Context: an optimization exercise on an open-source flow, tuned for small area, a short achievable clock period and few clock cycles per item. The choices shown serve that exercise and are no tape-out recipe.
Power and IR drop assume default switching activity.

Design guide_offtarget_hamming_scan_unit, start of the top module:
module guide_offtarget_hamming_scan_unit
#(
    parameter int HIT_MM_MAX  = 4,
    parameter int COUNT_WIDTH = 16
) (
    input  logic                 i_clk,
    input  logic                 i_rst_n,
    input  logic                 push,
    output logic                 full,
    input  logic [WORD_W-1:0]    i_entry_word,
    input  logic                 i_last_entry,
    output logic                 empty,
    input  logic                 pop,
    output logic                 o_kind,
    output logic [ID_W-1:0]      o_entry_id,
    output logic [MM_W-1:0]      o_mismatches,
    output logic [ID_W-1:0]      o_bin_count,
    output logic                 o_list_complete,
    output logic                 o_last,
    input  logic                 i_cfg_valid,
    output logic                 o_cfg_ready,
    input  logic [CFG_IDX_W-1:0] i_cfg_index,
    input  logic [WORD_W-1:0]    i_cfg_data
);
Size in the first run: ~390 flip-flops, roughly 210 I/O pins, about 0.020 mm^2 of cells after synthesis.
export LEC_CHECK = 0
export ABC_AREA = 1
export CAP_MARGIN = 20
export CORE_MARGIN = 2
export CORE_UTILIZATION = 45
export SETUP_SLACK_MARGIN = 3.75
export SLEW_MARGIN = 20
create_clock -name core_clock -period 6.0 [get_ports {i_clk}]
standard.sh (not shown) runs the stock make flow with config.mk's settings and CLKGATE_MAP_FILE= SYNTH_SCRIPT=/design/flow/synth_recipe.tcl, a recipe that flattens the netlist after the stock synthesis.
==> flow/flow/run.sh <==
#!/bin/bash
# The standard layout (standard.sh, unchanged synthesis and steps); the only
# difference is that the port buffers are built from buf_1 cells instead of the
# resizer's default pick, clkdlybuf4s50_1. Every port still gets its buffer and
# repair_timing still resizes them where timing needs it.
set -uo pipefail
bash standard.sh BUFFER_PORTS_ARGS="-buffer_cell sky130_fd_sc_hd__buf_1" finish > standard.log 2>&1
rc=$?
# per-step tool logs of the run, kept with the grade
cp -r orfs/logs/sky130hd/guide_offtarget_hamming_scan_unit/base tool_logs 2>/dev/null
exit $rc
Rerun with:
--- a/flow/design.v
+++ b/flow/design.v
@@ -63,63 +63,45 @@
     localparam int CW    = COUNT_WIDTH;
     localparam int NB    = HIT_MM_MAX + 1;    
     localparam int DEPTH = 3;                 
     logic [WORD_W-1:0] r_query;
     logic [LEN_W-1:0]  r_len;
     logic [LIST_W-1:0] r_limit;
     logic [61:0]       r_rc;         
     logic              r_rdy;        
     logic [LEN_W-1:0]  r_k;          
     logic              r_qf;         
-    logic [3:0]        r_lp0;        
-    logic [7:0]        r_lp1;        
-    logic              r_step;       
-    logic              w_step_nx;
     logic [1:0]        w_qpair;
     logic w_wr_q, w_wr_len, w_wr_lim, w_rebuild, w_rc_step;
     assign w_wr_q    = i_cfg_valid && r_rdy && (i_cfg_index == 2'd0);
     assign w_wr_len  = i_cfg_valid && r_rdy && (i_cfg_index == 2'd1);
     assign w_wr_lim  = i_cfg_valid && r_rdy && (i_cfg_index == 2'd2);
     assign w_rebuild = w_wr_q || w_wr_len;
-    assign w_rc_step = r_step;
+    assign w_rc_step = !r_rdy && (r_k != r_len);
     assign o_cfg_ready = r_rdy;
     always_ff @(posedge i_clk) begin
         if (!i_rst_n) begin
             r_query <= '0;
             r_len   <= LEN_W'(20);
             r_limit <= LIST_W'(2000);
-            r_lp0   <= 4'b0001;
-            r_lp1   <= 8'b0010_0000;
         end else begin
-            if (w_wr_len) begin
-                r_lp0 <= 4'b0001 << i_cfg_data[1:0];
-                r_lp1 <= 8'b0000_0001 << i_cfg_data[4:2];
-            end
             if (w_wr_q)   r_query <= i_cfg_data;
             if (w_wr_len) r_len   <= i_cfg_data[LEN_W-1:0];
             if (w_wr_lim) r_limit <= i_cfg_data[LIST_W-1:0];
         end
     end
-    always_comb begin
-        if (!i_rst_n)       w_step_nx = 1'b1;                         
-        else if (w_wr_len)  w_step_nx = (i_cfg_data[LEN_W-1:0] != '0);
-        else if (w_wr_q)    w_step_nx = (r_len != '0);
-        else if (r_step)    w_step_nx = (r_k + LEN_W'(1) != r_len);
-        else                w_step_nx = 1'b0;
-    end
     always_ff @(posedge i_clk) begin
-        r_step <= w_step_nx;
         if (!i_rst_n || w_rebuild) begin
             r_rdy <= 1'b0;
             r_k   <= '0;
         end else if (!r_rdy) begin
-            if (!r_step) begin
+            if (r_k == r_len) begin
                 r_rdy <= 1'b1;
             end else begin
                 r_k <= r_k + LEN_W'(1);
             end
         end
     end
     assign w_qpair = {1'b0, r_query} >> {r_k, 1'b0};
     always_ff @(posedge i_clk) begin
         if (w_rc_step) begin
             r_rc <= {r_rc[59:0], ~w_qpair};
@@ -128,21 +110,21 @@
             r_qf <= w_qpair[0];
         end
     end
     logic [31:0] w_flag;      
     logic [30:0] w_low;       
     logic [62:0] w_dq;
     logic [61:0] w_dr;
     logic        w_opp;
     logic [31:0] w_mm;
     always_comb begin
-        for (int p = 0; p < 32; p++) w_flag[p] = r_lp0[p % 4] & r_lp1[p / 4];
+        for (int p = 0; p < 32; p++) w_flag[p] = (r_len == LEN_W'(p));
         for (int p = 0; p < 31; p++) w_low[p]  = (r_len >  LEN_W'(p));
         w_dq  = r_query ^ i_entry_word;
         w_dr  = r_rc ^ i_entry_word[61:0];
         w_opp = 1'b0;
         for (int p = 0; p < 32; p++) w_opp = w_opp | (w_flag[p] & i_entry_word[2*p]);
         w_opp = w_opp ^ r_qf;
         for (int p = 0; p < 31; p++) begin
             w_mm[p] = (w_opp && w_low[p]) ? (w_dr[2*p] | w_dr[2*p+1])
                                           : ((w_dq[2*p] & !w_flag[p]) | w_dq[2*p+1]);
         end
@@ -232,21 +214,21 @@
         end
     end
     always_ff @(posedge i_clk) begin
         if (!i_rst_n) begin
             r_v1    <= 1'b0;
             r_q_cnt <= '0;
             r_full  <= 1'b1;
         end else begin
             r_v1    <= w_acc;
             r_q_cnt <= w_rd ? w_cnt1 : w_cnt0;
-            r_full  <= w_rebuild || w_step_nx || r_step || (w_rd ? w_full1 : w_full0);
+            r_full  <= w_rebuild || (!r_rdy && w_rc_step) || (w_rd ? w_full1 : w_full0);
         end
     end
     function automatic logic [4:0] oh5(input logic [2:0] b);
         oh5 = 5'b00001 << b;
     endfunction
     logic          r_dump;
     logic          r_complete;
     logic [CW-1:0] r_id;         
     logic [CW-1:0] r_allow;      
     logic [CW-1:0] r_bin [NB];
=> Via count climbs by 4.4%; die area is lower by 0.64%; flip-flop and latch count went down by 13; non-clock buffer count falls by 20; cell count climbs by 1.6%; clock skew went down by 0.0055 ns; total power is lower by 6.0%; wire length rises by 8.4%; register-to-register slack is better by 0.04 ns; first-iteration DRC count climbs by 40%; global-route usage rose by 1.4 points; area after synthesis came out lower by 0.65%; setup slack improved by 0.11 ns.
Function was not checked in any run of this note: the RTL went through the layout flow alone.

-- afterwards: timing with drivers on the ports --
How much do the figures lean on ideal ports? The routed layouts below were timed once more, with nothing changed but the port constraints. Step 1, drivers: a clkbuf_16 drives i_clk and a buf_2 each remaining input, both assumed. Step 2 also shifts input and output timing later by t, the mid clock arrival at the registers, as if the neighbouring blocks saw the same clock. Three values: ideal, step 1, step 2; two values: the first two.
run | t, ns | setup WS [ns] | worst setup path after step 2 | clock arrival spread, ns | cell pins on the clock port's net
the first run | 0.621 | 3.332 / 3.341 / 2.720 | input to register | 0.022 / 0.021 | 1
the second run | 0.622 | 3.440 / 3.460 / 2.841 | input to register | 0.015 / 0.016 | 1
After both steps every run listed still meets setup and hold. For the first run, which loses most, drivers alone change the setup slack by +0.009 ns; drivers and shift together by -0.612 ns.
